This is an optimization exercise on Yosys and OpenROAD, whose aim is small area, not a production implementation. Function was checked by simulation only, so behaviour that the tests miss may differ from the original. No activity file was given, so power comes from the tool's default toggle rates.

==> flow/design.v <==
`timescale 1ns/1ns
module game_core (
    input  logic        clk,
    input  logic        reset,
    input  logic        start_btn,
    input  logic        player_detected,
    input  logic [8:0]  player_x,
    output logic [2:0]  game_state,
    output logic [9:0]  score,
    output logic [5:0]  timer_sec,
    output logic        invincible,
    output logic [71:0] enemy_x,
    output logic [71:0] enemy_y,
    output logic [7:0]  enemy_active
);
    localparam logic [2:0] ST_WAIT = 3'd0, ST_PLAY = 3'd1, ST_FILTER = 3'd2,
                           ST_CAPTURE = 3'd3, ST_SEND = 3'd4;
    logic        btn_prev;
    logic [4:0]  cyc;         
    logic [4:0]  spawn_cnt;   
    logic [15:0] lfsr;
    logic [2:0]  spawn_idx;
    logic [4:0]  inv_cnt;     
    logic [6:0]  sc;          
    logic [4:0]  tm;          
    assign score     = {3'b000, sc};
    assign timer_sec = {1'b0, tm};
    logic [8:0]  ex [8];
    logic [5:0]  ey [8];      
    wire play  = (game_state == ST_PLAY);
    wire wait_ = (game_state == ST_WAIT);
    wire start_edge = start_btn & ~btn_prev;
    wire move = cyc[0] ^ timer_sec[0];
    wire cyc0 = (cyc == 5'd0);
    wire band_slow = (timer_sec > 6'd20) || (timer_sec == 6'd20 && cyc0);
    wire band_fast = (timer_sec < 6'd10) || (timer_sec == 6'd10 && !cyc0);
    logic [3:0] active_cnt;
    always_comb begin
        active_cnt = '0;
        for (int i = 0; i < 8; i++) active_cnt = active_cnt + enemy_active[i];
    end
    wire cnt_ok = band_slow ? (spawn_cnt[4]) :
                  band_fast ? (spawn_cnt[4] | spawn_cnt[3] | (spawn_cnt[2] & (spawn_cnt[1] | spawn_cnt[0]))) :
                              (spawn_cnt[4] | spawn_cnt[3]);
    wire cap_ok = band_slow ? (active_cnt < 4'd3) :
                  band_fast ? (active_cnt < 4'd8) : (active_cnt < 4'd5);
    wire spawn_try = play & cnt_ok & cap_ok;
    wire [8:0] lv = lfsr[8:0];
    wire [8:0] spawn_x = (lv >= 9'd305) ? (lv - 9'd305) : lv;
    wire collision_event = (inv_cnt == 5'd16);
    logic pass_event;
    always_comb begin
        pass_event = 1'b0;
        for (int i = 0; i < 8; i++)
            if (enemy_active[i] && ey[i] == 6'd53) pass_event = 1'b1;
        pass_event = pass_event & ~move;
    end
    wire [4:0] ph  = player_x[8:4];
    wire [3:0] pl  = player_x[3:0];
    wire [4:0] php = ph + 5'd1;
    wire [4:0] phm = ph - 5'd1;
    logic hit;
    always_comb begin
        hit = 1'b0;
        for (int i = 0; i < 8; i++) begin
            if (enemy_active[i] && ey[i] >= 6'd49 && ey[i] <= 6'd56 &&
                ((ex[i][8:4] == ph) ||
                 (ex[i][8:4] == phm && ph != 5'd0  && pl < ex[i][3:0]) ||
                 (ex[i][8:4] == php && ph != 5'd31 && pl > ex[i][3:0])))
                hit = 1'b1;
        end
        hit = hit & player_detected;
    end
    assign invincible = (inv_cnt != 5'd0);
    always_ff @(posedge clk or posedge reset) begin
        if (reset) btn_prev <= 1'b0;
        else       btn_prev <= start_btn;
    end
    always_ff @(posedge clk or posedge reset) begin
        if (reset) begin
            game_state <= ST_WAIT;
        end else begin
            case (game_state)
                ST_WAIT:    if (start_edge) game_state <= ST_PLAY;
                ST_PLAY:    if (timer_sec == 6'd0) game_state <= ST_FILTER;
                ST_FILTER:  if (start_edge) game_state <= ST_CAPTURE;
                ST_CAPTURE: if (start_edge) game_state <= ST_SEND;
                ST_SEND:    if (start_edge) game_state <= ST_WAIT;
                default:    game_state <= ST_WAIT;
            endcase
        end
    end
    always_ff @(posedge clk or posedge reset) begin
        if (reset) begin
            cyc <= '0;
            tm  <= 5'd30;
        end else if (wait_) begin
            cyc <= '0;
            tm  <= 5'd30;
        end else if (play) begin
            if (cyc[4]) begin
                cyc <= '0;
                if (tm != 5'd0) tm <= tm - 5'd1;
            end else begin
                cyc <= cyc + 5'd1;
            end
        end
    end
    always_ff @(posedge clk or posedge reset) begin
        if (reset) begin
            inv_cnt <= '0;
        end else if (!play) begin
            inv_cnt <= '0;
        end else if (hit && inv_cnt == 5'd0) begin
            inv_cnt <= 5'd16;
        end else if (inv_cnt != 5'd0) begin
            inv_cnt <= inv_cnt - 5'd1;
        end
    end
    always_ff @(posedge clk or posedge reset) begin
        if (reset) begin
            sc <= '0;
        end else if (wait_) begin
            sc <= '0;
        end else if (play) begin
            if (collision_event) begin
                if (sc != 7'd0) sc <= sc - 7'd1;
            end else if (pass_event) begin
                sc <= sc + 7'd1;
            end
        end
    end
    always_ff @(posedge clk or posedge reset) begin
        if (reset) begin
            spawn_cnt <= '0;
            lfsr      <= 16'hACE1;
            spawn_idx <= '0;
        end else if (wait_) begin
            spawn_cnt <= '0;
        end else if (play) begin
            if (spawn_try) begin
                spawn_cnt <= '0;
                lfsr      <= {lfsr[14:0], lfsr[15] ^ lfsr[13] ^ lfsr[12] ^ lfsr[10]};
                spawn_idx <= spawn_idx + 3'd1;
            end else if (!spawn_cnt[4]) begin
                spawn_cnt <= spawn_cnt + 5'd1;
            end
        end
    end
    for (genvar i = 0; i < 8; i++) begin : g_enemy
        wire spawn_here = spawn_try && spawn_idx == i && !enemy_active[i];
        always_ff @(posedge clk or posedge reset) begin
            if (reset) begin
                ex[i]           <= '0;
                ey[i]           <= '0;
                enemy_active[i] <= 1'b0;
            end else if (wait_) begin
                ey[i]           <= '0;
                enemy_active[i] <= 1'b0;
            end else if (play) begin
                if (spawn_here) begin
                    ex[i]           <= spawn_x;
                    ey[i]           <= '0;
                    enemy_active[i] <= 1'b1;
                end else if (move && enemy_active[i]) begin
                    ey[i] <= ey[i] + 6'd1;
                    if (ey[i] == 6'd60) enemy_active[i] <= 1'b0;
                end
            end
        end
        assign enemy_x[9*i +: 9] = ex[i];
        assign enemy_y[9*i +: 9] = {1'b0, ey[i], 2'b00};
    end
endmodule
make LEC_CHECK=0 CAP_MARGIN=20 CORE_MARGIN=2 CORE_UTILIZATION=70 SLEW_MARGIN=20 finish   # period 10.0 ns
run.sh (not shown) runs the stock make flow with config.mk's settings and CLKGATE_MAP_FILE= SYNTH_SCRIPT=/design/flow/synth_recipe.tcl, a recipe that flattens the netlist after the stock synthesis.
==> next run, changes <==
CTS_BUF_LIST = sky130_fd_sc_hd__clkbuf_4 sky130_fd_sc_hd__clkbuf_8   (was not set)
CTS_CLUSTER_SIZE = 30   (was not set)
Effect:
- core utilization shrinks by 1.2 points
- worst setup slack gets better by 0.12 ns
- power shrinks by roughly a tenth
- synthesized area does not change

==> what the ideal ports hide <==
The flow's constraints put no driver on any port. The routed layouts listed below were extracted and timed again, unchanged, in two steps.
Step 1, drivers: a clkbuf_16 drives clk and a buf_2 each remaining input, both assumed.
Step 2 also shifts input and output timing later by t, the mid clock arrival at the registers, as if the neighbouring blocks saw the same clock.
a / b / c = ideal / step 1 / step 2; a / b = the first two.
| run | t, ns | slack for setup (ns) | worst hold slack (ns) | cell pins on the clock port's net |
|---|---|---|---|---|
| the first run | 0.485 | 4.305 / 4.322 / 3.836 | 0.477 / 0.477 / 0.477 | 1 |
| the second run | 0.518 | 4.421 / 4.434 / 3.916 | 0.478 / 0.478 / 0.478 | 1 |
After both steps every run listed still meets setup and hold. The setup slack of the second run, which loses most, moves by +0.013 ns with the drivers and by -0.505 ns with both steps.
